What follows belongs to an exercise in optimizing a design on an open flow for small area, a short achievable clock period and few clock cycles; a production flow would make more cautious choices. The RTL was checked by simulation tests, not by an equivalence proof against the original design. Power figures rest on the tool's default switching activity, not on a simulated workload.

==> design.v <==
`timescale 1ns/1ns
package riscv_pkg;
    localparam int xlen     = 32;                      
    localparam int num_regs = 32;                      
    typedef logic [xlen-1:0]             word_t;       
    typedef logic [$clog2(num_regs)-1:0] reg_addr_t;   
    typedef logic [2:0]                  funct3_t;
    typedef logic [6:0]                  funct7_t;
    typedef logic [xlen/8-1:0]           byte_en_t;    
    typedef enum logic [6:0] {
        op_lui    = 7'b0110111,
        op_auipc  = 7'b0010111,
        op_jal    = 7'b1101111,
        op_jalr   = 7'b1100111,
        op_branch = 7'b1100011,
        op_load   = 7'b0000011,
        op_store  = 7'b0100011,
        op_imm    = 7'b0010011,
        op_reg    = 7'b0110011
    } opcode_t;
    typedef struct packed {
        logic lui;
        logic auipc;
        logic jal;
        logic jalr;
        logic bcc;     
        logic lcc;     
        logic scc;     
        logic mcc;     
        logic rcc;     
    } inst_class_t;
    typedef struct packed {
        inst_class_t cls;       
        reg_addr_t   rd_ptr;    
        reg_addr_t   rs1_ptr;
        reg_addr_t   rs2_ptr;
        funct3_t     funct3;    
        funct7_t     funct7;    
        word_t       simm;      
        word_t       uimm;      
    } dec_t;
    localparam word_t     reset_pc   = 32'h0000_0000;   
    localparam word_t     reset_sp   = 32'h0000_1000;   
    localparam reg_addr_t sp_index   = 5'd2;            
    localparam word_t     inst_bytes = 32'd4;           
endpackage
`timescale 1ns/1ns
module fetch_decode
(
    input  logic              CLK,
    input  logic              hlt,
    input  logic              sweep_active,
    input  logic              flush,
    input  riscv_pkg::word_t  idata,
    output riscv_pkg::dec_t   dec
);
    riscv_pkg::opcode_t     opc;       
    riscv_pkg::word_t       sfill;     
    riscv_pkg::inst_class_t cls_d;
    riscv_pkg::inst_class_t cls_q;
    riscv_pkg::word_t       simm_d;
    riscv_pkg::word_t       uimm_d;
    riscv_pkg::word_t       simm_q;
    riscv_pkg::word_t       uimm_q;
    riscv_pkg::word_t       inst_q;    
    assign opc   = riscv_pkg::opcode_t'(idata[6:0]);
    assign sfill = {riscv_pkg::xlen{idata[31]}};
    always_comb
    begin
        cls_d       = '0;
        cls_d.lui   = (opc == riscv_pkg::op_lui);
        cls_d.auipc = (opc == riscv_pkg::op_auipc);
        cls_d.jal   = (opc == riscv_pkg::op_jal);
        cls_d.jalr  = (opc == riscv_pkg::op_jalr);
        cls_d.bcc   = (opc == riscv_pkg::op_branch);
        cls_d.lcc   = (opc == riscv_pkg::op_load);
        cls_d.scc   = (opc == riscv_pkg::op_store);
        cls_d.mcc   = (opc == riscv_pkg::op_imm);
        cls_d.rcc   = (opc == riscv_pkg::op_reg);
    end
    always_comb
    begin
        case (opc)
            riscv_pkg::op_store:
            begin
                simm_d = {sfill[31:12], idata[31:25], idata[11:7]};           
                uimm_d = {20'b0, idata[31:25], idata[11:7]};
            end
            riscv_pkg::op_branch:
            begin
                simm_d = {sfill[31:13], idata[31], idata[7], idata[30:25], idata[11:8], 1'b0};
                uimm_d = {19'b0, idata[31], idata[7], idata[30:25], idata[11:8], 1'b0};
            end
            riscv_pkg::op_jal:
            begin
                simm_d = {sfill[31:21], idata[31], idata[19:12], idata[20], idata[30:21], 1'b0};
                uimm_d = {11'b0, idata[31], idata[19:12], idata[20], idata[30:21], 1'b0};
            end
            riscv_pkg::op_lui, riscv_pkg::op_auipc:
            begin
                simm_d = {idata[31:12], 12'b0};                               
                uimm_d = {idata[31:12], 12'b0};
            end
            default:
            begin
                simm_d = {sfill[31:12], idata[31:20]};                        
                uimm_d = {20'b0, idata[31:20]};
            end
        endcase
    end
    always_ff @(posedge CLK)
    begin
        if (sweep_active)
        begin
            inst_q <= '0;        
            cls_q  <= '0;
            simm_q <= '0;
            uimm_q <= '0;
        end
        else if (!hlt)
        begin
            inst_q <= idata;
            cls_q  <= cls_d;
            simm_q <= simm_d;
            uimm_q <= uimm_d;
        end
    end
    assign dec.cls     = flush ? '0 : cls_q;    
    assign dec.rd_ptr  = inst_q[11:7];
    assign dec.rs1_ptr = inst_q[19:15];
    assign dec.rs2_ptr = inst_q[24:20];
    assign dec.funct3  = inst_q[14:12];
    assign dec.funct7  = inst_q[31:25];
    assign dec.simm    = simm_q;
    assign dec.uimm    = uimm_q;
endmodule
`timescale 1ns/1ns
module reg_file
(
    input  logic                  CLK,
    input  logic                  hlt,
    input  logic                  sweep_active,
    input  riscv_pkg::reg_addr_t  sweep_ptr,
    input  riscv_pkg::dec_t       dec,
    input  riscv_pkg::word_t      wb_data,
    output riscv_pkg::word_t      rs1_val,
    output riscv_pkg::word_t      rs2_val
);
    riscv_pkg::word_t     regs_a [riscv_pkg::num_regs];   
    riscv_pkg::word_t     regs_b [riscv_pkg::num_regs];   
    riscv_pkg::reg_addr_t waddr;
    riscv_pkg::word_t     wdata;
    logic                 writes_rd;                      
    logic                 we;
    assign writes_rd = dec.cls.lui | dec.cls.auipc | dec.cls.jal | dec.cls.jalr |
                       dec.cls.lcc | dec.cls.mcc | dec.cls.rcc;
    always_comb
    begin
        if (sweep_active)
        begin
            waddr = sweep_ptr;                        
            wdata = (sweep_ptr == riscv_pkg::sp_index) ? riscv_pkg::reset_sp : '0;
            we    = 1'b1;
        end
        else
        begin
            waddr = dec.rd_ptr;
            wdata = wb_data;
            we    = writes_rd && (dec.rd_ptr != '0);  
        end
    end
    always_ff @(posedge CLK)
    begin
        if (we && !hlt)
        begin
            regs_a[waddr] <= wdata;
            regs_b[waddr] <= wdata;
        end
    end
    assign rs1_val = regs_a[dec.rs1_ptr];
    assign rs2_val = regs_b[dec.rs2_ptr];
endmodule
`timescale 1ns/1ns
module alu
(
    input  riscv_pkg::dec_t    dec,
    input  riscv_pkg::word_t   rs1_val,
    input  riscv_pkg::word_t   rs2_val,
    output riscv_pkg::word_t   rm_result,
    output logic               branch_taken
);
    riscv_pkg::word_t op2;        
    riscv_pkg::word_t sra_val;    
    logic [4:0]       shamt;
    logic             lt_s;
    logic             lt_u;
    logic             eq;
    logic             cond;       
    assign op2     = dec.cls.mcc ? dec.simm : rs2_val;
    assign shamt   = dec.cls.mcc ? dec.uimm[4:0] : rs2_val[4:0];
    assign sra_val = $signed(rs1_val) >>> shamt;
    assign lt_s = $signed(rs1_val) < $signed(op2);
    assign lt_u = rs1_val < op2;
    assign eq   = (rs1_val == op2);
    always_comb
    begin
        case (dec.funct3)
            3'd0:    rm_result = (dec.cls.rcc && dec.funct7[5]) ? rs1_val - op2 : rs1_val + op2;
            3'd1:    rm_result = rs1_val << shamt;                                
            3'd2:    rm_result = {{(riscv_pkg::xlen-1){1'b0}}, lt_s};             
            3'd3:    rm_result = {{(riscv_pkg::xlen-1){1'b0}}, lt_u};             
            3'd4:    rm_result = rs1_val ^ op2;
            3'd5:    rm_result = dec.funct7[5] ? sra_val : rs1_val >> shamt;      
            3'd6:    rm_result = rs1_val | op2;
            default: rm_result = rs1_val & op2;
        endcase
    end
    always_comb
    begin
        case (dec.funct3)
            3'd0:    cond = eq;       
            3'd1:    cond = !eq;      
            3'd4:    cond = lt_s;     
            3'd5:    cond = !lt_s;    
            3'd6:    cond = lt_u;     
            3'd7:    cond = !lt_u;    
            default: cond = 1'b0;
        endcase
    end
    assign branch_taken = dec.cls.bcc && cond;
endmodule
`timescale 1ns/1ns
module lsu
(
    input  riscv_pkg::dec_t     dec,
    input  riscv_pkg::word_t    rs1_val,
    input  riscv_pkg::word_t    rs2_val,
    input  riscv_pkg::word_t    datai,
    output riscv_pkg::word_t    daddr,
    output riscv_pkg::word_t    datao,
    output riscv_pkg::word_t    load_data,
    output riscv_pkg::byte_en_t be,
    output logic                rd,
    output logic                wr
);
    logic [1:0]       lane;        
    logic             sext;        
    riscv_pkg::word_t byte_src;    
    riscv_pkg::word_t half_src;    
    assign daddr = rs1_val + dec.simm;    
    assign lane  = daddr[1:0];
    assign rd    = dec.cls.lcc;
    assign wr    = dec.cls.scc;
    always_comb
    begin
        case (dec.funct3[1:0])
            2'd0:
            begin
                be    = 4'b0001 << lane;
                datao = riscv_pkg::word_t'(rs2_val[7:0]) << {lane, 3'b000};
            end
            2'd1:
            begin
                be    = 4'b0011 << {lane[1], 1'b0};
                datao = riscv_pkg::word_t'(rs2_val[15:0]) << {lane[1], 4'b0000};
            end
            default:
            begin
                be    = 4'b1111;    
                datao = rs2_val;
            end
        endcase
    end
    assign sext     = !dec.funct3[2];
    assign byte_src = datai >> {lane, 3'b000};
    assign half_src = datai >> {lane[1], 4'b0000};
    always_comb
    begin
        case (dec.funct3[1:0])
            2'd0:    load_data = {{24{sext & byte_src[7]}}, byte_src[7:0]};
            2'd1:    load_data = {{16{sext & half_src[15]}}, half_src[15:0]};
            default: load_data = datai;
        endcase
    end
endmodule
`timescale 1ns/1ns
module pc_control
(
    input  logic                  CLK,
    input  logic                  rst,
    input  logic                  hlt,
    input  logic                  branch_taken,
    input  riscv_pkg::dec_t       dec,
    input  riscv_pkg::word_t      daddr,
    output riscv_pkg::word_t      pc,
    output riscv_pkg::word_t      next_pc,
    output logic                  flush,
    output logic                  sweep_active,
    output riscv_pkg::reg_addr_t  sweep_ptr
);
    logic             jreq;           
    riscv_pkg::word_t jump_target;
    assign jreq        = dec.cls.jal | dec.cls.jalr | branch_taken;
    assign jump_target = dec.cls.jalr ? {daddr[riscv_pkg::xlen-1:1], 1'b0}   
                                      : pc + dec.simm;
    always_ff @(posedge CLK)
    begin
        if (rst)
        begin
            sweep_active <= 1'b1;
            sweep_ptr    <= riscv_pkg::reg_addr_t'(riscv_pkg::num_regs - 1);
        end
        else if (!hlt && sweep_active)
        begin
            sweep_active <= (sweep_ptr != '0);    
            sweep_ptr    <= sweep_ptr - 1'b1;
        end
    end
    always_ff @(posedge CLK)
    begin
        if (rst || sweep_active)
        begin
            next_pc <= riscv_pkg::reset_pc;
            pc      <= riscv_pkg::reset_pc;
            flush   <= 1'b1;                      
        end
        else if (!hlt)
        begin
            next_pc <= jreq ? jump_target : next_pc + riscv_pkg::inst_bytes;
            pc      <= next_pc;                   
            flush   <= jreq;                      
        end
    end
endmodule
`timescale 1ns/1ns
module riscv_core
(
    input  logic                CLK,
    input  logic                rst,
    input  logic                hlt,      
    input  riscv_pkg::word_t    idata,
    input  riscv_pkg::word_t    datai,
    output riscv_pkg::word_t    iaddr,
    output riscv_pkg::word_t    datao,
    output riscv_pkg::word_t    daddr,
    output riscv_pkg::byte_en_t be,
    output logic                wr,
    output logic                rd,
    output logic                idle
);
    riscv_pkg::dec_t      dec;         
    riscv_pkg::word_t     rs1_val;
    riscv_pkg::word_t     rs2_val;
    riscv_pkg::word_t     rm_result;
    riscv_pkg::word_t     load_data;
    riscv_pkg::word_t     pc;
    riscv_pkg::word_t     next_pc;     
    riscv_pkg::word_t     pc_simm;     
    riscv_pkg::word_t     wb_data;
    riscv_pkg::reg_addr_t sweep_ptr;
    logic                 branch_taken;
    logic                 flush;
    logic                 sweep_active;
    assign pc_simm = pc + dec.simm;
    assign wb_data = dec.cls.auipc                 ? pc_simm   :
                     (dec.cls.jal || dec.cls.jalr) ? next_pc   :
                     dec.cls.lui                   ? dec.simm  :
                     dec.cls.lcc                   ? load_data :
                                                     rm_result;
    assign iaddr = next_pc;
    assign idle  = flush;    
    fetch_decode u_fetch_decode (
        .CLK          (CLK),
        .hlt          (hlt),
        .sweep_active (sweep_active),
        .flush        (flush),
        .idata        (idata),
        .dec          (dec)
    );
    reg_file u_reg_file (
        .CLK          (CLK),
        .hlt          (hlt),
        .sweep_active (sweep_active),
        .sweep_ptr    (sweep_ptr),
        .dec          (dec),
        .wb_data      (wb_data),
        .rs1_val      (rs1_val),
        .rs2_val      (rs2_val)
    );
    alu u_alu (
        .dec          (dec),
        .rs1_val      (rs1_val),
        .rs2_val      (rs2_val),
        .rm_result    (rm_result),
        .branch_taken (branch_taken)
    );
    lsu u_lsu (
        .dec          (dec),
        .rs1_val      (rs1_val),
        .rs2_val      (rs2_val),
        .datai        (datai),
        .daddr        (daddr),
        .datao        (datao),
        .load_data    (load_data),
        .be           (be),
        .rd           (rd),
        .wr           (wr)
    );
    pc_control u_pc_control (
        .CLK          (CLK),
        .rst          (rst),
        .hlt          (hlt),
        .branch_taken (branch_taken),
        .dec          (dec),
        .daddr        (daddr),
        .pc           (pc),
        .next_pc      (next_pc),
        .flush        (flush),
        .sweep_active (sweep_active),
        .sweep_ptr    (sweep_ptr)
    );
endmodule
==> run.sh <==
#!/bin/bash
# synth_recipe.tcl (not shown) runs the flow's synth.tcl, then flattens the netlist and writes it again
# the make line also repeats each setting of config.mk as NAME=value (left out here)
make -C /OpenROAD-flow-scripts/flow DESIGN_CONFIG=/design/flow/config.mk WORK_HOME=/design/flow/orfs CLKGATE_MAP_FILE= SYNTH_SCRIPT=/design/flow/synth_recipe.tcl finish
==> config.mk <==
export PLATFORM = sky130hd
export DESIGN_NAME = riscv_core
export DESIGN_NICKNAME = riscv_core
export VERILOG_FILES = /design/flow/design.v
export SDC_FILE = /design/flow/constraint.sdc
export NUM_CORES = 4
export LEC_CHECK = 0
export CAP_MARGIN = 40
export CORE_MARGIN = 2
export CORE_UTILIZATION = 40
export SLEW_MARGIN = 20
==> constraint.sdc <==
create_clock -name core_clock -period 10.0 [get_ports {CLK}]
set_input_delay 2.0000 -clock core_clock [delete_from_list [all_inputs] [get_ports {CLK}]]
set_output_delay 2.0000 -clock core_clock [all_outputs]
set_load 0.01 [all_outputs]
==> run notes <==
Yosys cell counts, types with 69 or more instances:
cell type | instances | area [sq um]
a21oi_1 | 369 | 1850
a22oi_1 | 187 | 1400
buf_1 | 69 | 259
buf_2 | 69 | 345
clkbuf_1 | 209 | 785
dfxtp_1 | 141 | 2820
edfxtp_1 | 1024 | 30700
ha_1 | 161 | 2010
inv_1 | 120 | 450
mux2i_1 | 484 | 4840
mux4_2 | 398 | 8960
nand2_1 | 297 | 1110
nand3_1 | 152 | 761
nor2_1 | 477 | 1790
nor3_1 | 92 | 460
o21ai_0 | 238 | 1190
power groups by stage:
stage	sequential [mW]	combinational [mW]	clock, mW
global route	5.25	0.164	5.06
CTS	5.25	0.158	4.86
detailed placement	5.35	0.157	0
global placement	5.35	0.148	0
floorplan	5.35	0.0606	0
finish	5.25	0.162	4.82
routing by layer:
| layer | track usage (%) | routed length [microns] | vias to the layer above |
|---|---|---|---|
| met4 | 23.3 | 24500 | 4 |
| met5 | 0 | 19 | - |
| li1 | - | - | 22600 |
| met1 | 43.5 | 112000 | 28000 |
| met3 | 6.89 | 32000 | 936 |
| met2 | 50.7 | 133000 | 4063 |
worst register-to-register path: stages, from the launching register on:
cell	delay, ps
dfxtp_4	650
buf_12	330
buf_12	320
mux4_2	590
mux4_2	520
mux2i_1	280
buf_4	270
nand2_1	180
o21ai_0	210
ha_1	520
and3_1	390
o31ai_1	160
a211o_1	370
o31a_1	480
o21ai_0	620
nand2_1	130
o31a_1	150
xnor2_1	590
a21oi_1	260
a221oi_4	300
buf_4	420
per-stage QoR:
step | cells | power, mW | worst slack (ps) | instance area (sq um)
6_report | 8221 | 10.2 | 512 | 79600
5_1_grt | 8212 | 10.5 | 427 | 79500
4_1_cts | 8199 | 10.3 | 617 | 79300
3_5_place_dp | 7960 | 5.51 | 1490 | 75100
3_3_place_gp | 7900 | 5.50 | 1450 | 74100
2_1_floorplan | 5609 | 5.41 | 1910 | 69000
logic make-up (layout without fill, tap and decap cells):
kind of cell / after synthesis / after routing / synth area share, %
xor+xnor: 88 / 88 / 1.12
simple gates: 1300 / 1300 / 8.81
fa+ha+maj: 165 / 165 / 3.04
flops: 1165 / 1165 / 48.7
mux: 928 / 928 / 20.8
other cells: 0 / 9 / 0
buf+inv: 545 / 838 / 3.69
compound gates: 1418 / 1418 / 13.9
sequential cells by signal, summed over array words and instances (netlist names), 4 cells and up, named ones only:
register,flops
u_fetch_decode.inst_q,19
u_pc_control.sweep_ptr,5
u_pc_control.next_pc,32
u_fetch_decode.simm_q,28
u_fetch_decode.uimm_q,4
u_fetch_decode.cls_q,9
u_pc_control.pc,32
u_reg_file.regs_b,1024
cell type report:
cell class              count  area share (%)
clock inverters            76            1.08
diodes                      9          0.0283
clock buffers             163            4.28
repair buffers            470            6.02
flip-flops and latches   1165            42.2
inverters                 129           0.612
well taps                2310            3.63
multi-input cells        3899            42.1
worst max path at each step:
stage	cells past startpoint	start	slack, ps	endpoint
after floorplan	24	register	1910	u_reg_file.regs_b[0][22]$_DFFE_PP_
after global placement	17	register	1450	daddr[31]
final	18	register	510	daddr[31]
after CTS	20	register	620	daddr[30]
after detailed placement	19	register	1490	daddr[30]
after global routing	19	register	430	daddr[30]
==> summary.md <==
| Metric | Value |
|---|---|
| Number of I/O port buffers | `about 170` |
| Lkg Pwr | `~26 nW` |
| Most common cell on crit path | `o21ai_0` |
| H-Tree Depth | `4` |
| Peak VDD IR | `~0.00017 V` |
| WP data required | `~8000 ps` |
| First DRT Iteration DRCs | `8276` |
| Setup slack, reg-to-reg | `between 1500 and 2000 ps` |
| Die W | `roughly 420 microns` |
| Core area | `between 0.15 and 0.2 sq mm` |
| CP Cell Sequence | `buf_12 > buf_4 > mux4_2 > a22o_1 > nor3_2 > inv_1 > ha_1 > o21ai_0 > nor2_1 > o21ai_0 > a31oi_1 > a211oi_1 > a21oi_1 > nand3_1 > a311o_1 > o21ai_0 > xnor2_1 > clkdlybuf4s50_1` |
| GRT overflow | `0` |
| First-pass DRT Iterations | `9` |
| Clock Skew | `roughly 64 ps` |
| DR vias | `roughly 56000` |
| Top delay family on crit path | `compound AO/OA/AOI/OAI gates` |
| Synth Net Count | `5841` |
| CP startpoint kind | `register` |
| Status | `finished clean` |
| WL/cell | `between 30 and 40 microns` |
| Initial antenna violation count | `9` |
| Slowest stage delay, CP | `680 ps` |
| FP Rows | `152` |
| Final hold slack | `487 ps` |
| Clk sinks | `1165` |
| Cell depth of the worst flop-to-flop path | `20` |
| ANT nets after route | `0` |
| Residual DRC count | `0` |
| Critical-path top delay cell | `nor3_2` |
| F_max | `about 110 MHz` |
| Multi-input gate area | `between 0.03 and 0.04 sq mm` |
| CTS Buf Count | `between 100 and 150` |
| Sequential fraction of the synthesis area | `around half` |
| WP buf/inv | `4` |
| Fin Setup TNS | `0 ps` |
| GRT Total Usage | `approximately a third` |
| Max-slew violations | `0` |
| Hold Crit Depth | `2` |
| Root Driver | `clkbuf_16` |
| Ys flop type | `edfxtp_1` |
| Largest net degree at the start of global routing | `72` |
| First-pass GRT wire length | `between 400000 and 500000 microns` |
| # fillers | `about 15000` |
| Nature of the critical path endpoint | `output pin` |
| CTS max path bufs | `3` |
| Final Hold Viols | `0` |
| HP Class | `reg -> reg` |
| Hold_buf cts | `0` |
| Max FO, Critical Path | `27` |
| Starting Density | `40.2%` |
| Clock power frac | `around 47%` |
| Worst slew pin tran | `~1000 ps` |
| Power Density | `between 100 and 150 mW/mm^2` |
| Mapped Cells | `about 5600` |
| Core Util, Final | `46.4%` |
| Switch Pwr | `between 2 and 2.5 mW` |
| Die height | `approximately 420 microns` |
| Switching share of power | `roughly 22%` |
| Synth Area per Inst | `about 12 sq um` |
| Final setup fails | `0` |
| Vias in the first global route | `52700` |
| Netlist cell types | `108` |
| Most common cell after layout, fill and taps aside | `edfxtp_1` |
| MaxCap Viol Count | `0` |
| # nets final | `6027` |
| Worst Path Arrival | `7490 ps` |
| Pint | `8.02 mW` |
| I/O pin total | `170` |
| Post-CTS sizing | `0` |
| Die ar. | `about 0.18 sq mm` |
| Hold Crit Start | `u_fetch_decode.cls_q[2]$_SDFFE_PP0N_` |
| Most frequent cells in the layout | `edfxtp_1 (1024), mux2i_1 (481), nor2_1 (440)` |
| Combinational fraction of design power | `under 10%` |
| #FFs+latches synth | `about 1200` |
| Critical path type | `reg -> out` |
| Via/cell ratio | `between 6 and 7` |
| FF+latch area | `0.0336 sq mm` |
| Post-synth EDFFs | `1024` |
| Share of layout cells above drive strength 1 | `about a fifth` |
| Post-DP HPWL | `approximately 210000 microns` |
| Slew HR | `30.2%` |
| CTS tree | `built` |
| Asr flop ratio synth | `0%` |
| Final wirelength | `roughly 300000 microns` |
| Share of power burned in registers | `51.3%` |
| Synthesized cell area | `about 0.07 sq mm` |
| Clk pin slew, worst setup/hold paths | `~60 ps` |
| Final Critical Period | `approximately 9500 ps` |
| Syn-to-layout area delta | `15.3%` |
| FF-to-FF End | `u_reg_file.regs_b[30][14]$_DFFE_PP_` |
| RePlAce Congestion | `approximately 1.1` |
| Hold endpoint | `u_fetch_decode.cls_q[2]$_SDFFE_PP0N_` |
| Number of synthesis warnings | `5` |
| Number of post-CTS setup repair buffers | `0` |
| Worst-skew pair later-pin latency | `~820 ps` |
| RSZ-0062 raised after global routing | `false` |
| Final period utilization | `94.9%` |
Testbench counts, summed over its fixed seeds: cycles 25,866.

==> re-timing with driven ports <==
No port has a modelled driver above. Below, the same layout with a new extraction and two added sets of constraints.
Step 1 sets driving cells, clkbuf_16 on the clock port and buf_2 on the other inputs (assumed; they add their load-dependent delay and slew).
Step 2 times the ports against the registers' clock, not the clock port: input delays grow and output delays shrink by t, the midpoint of the rising clock arrivals with the driver on.
Slacks: no drivers / after step 1 / after step 2; pairs: no drivers / after step 1.
t, ns: 0.859
slack for setup (ns): 0.512 / 0.437 / 1.296
latest minus earliest clock arrival (ns): 0.065 / 0.065
worst data-port slew with drivers (ns): 0.05
After both steps this run still meets setup and hold. For this run, drivers alone change the setup slack by -0.075 ns; drivers and shift together by +0.784 ns.
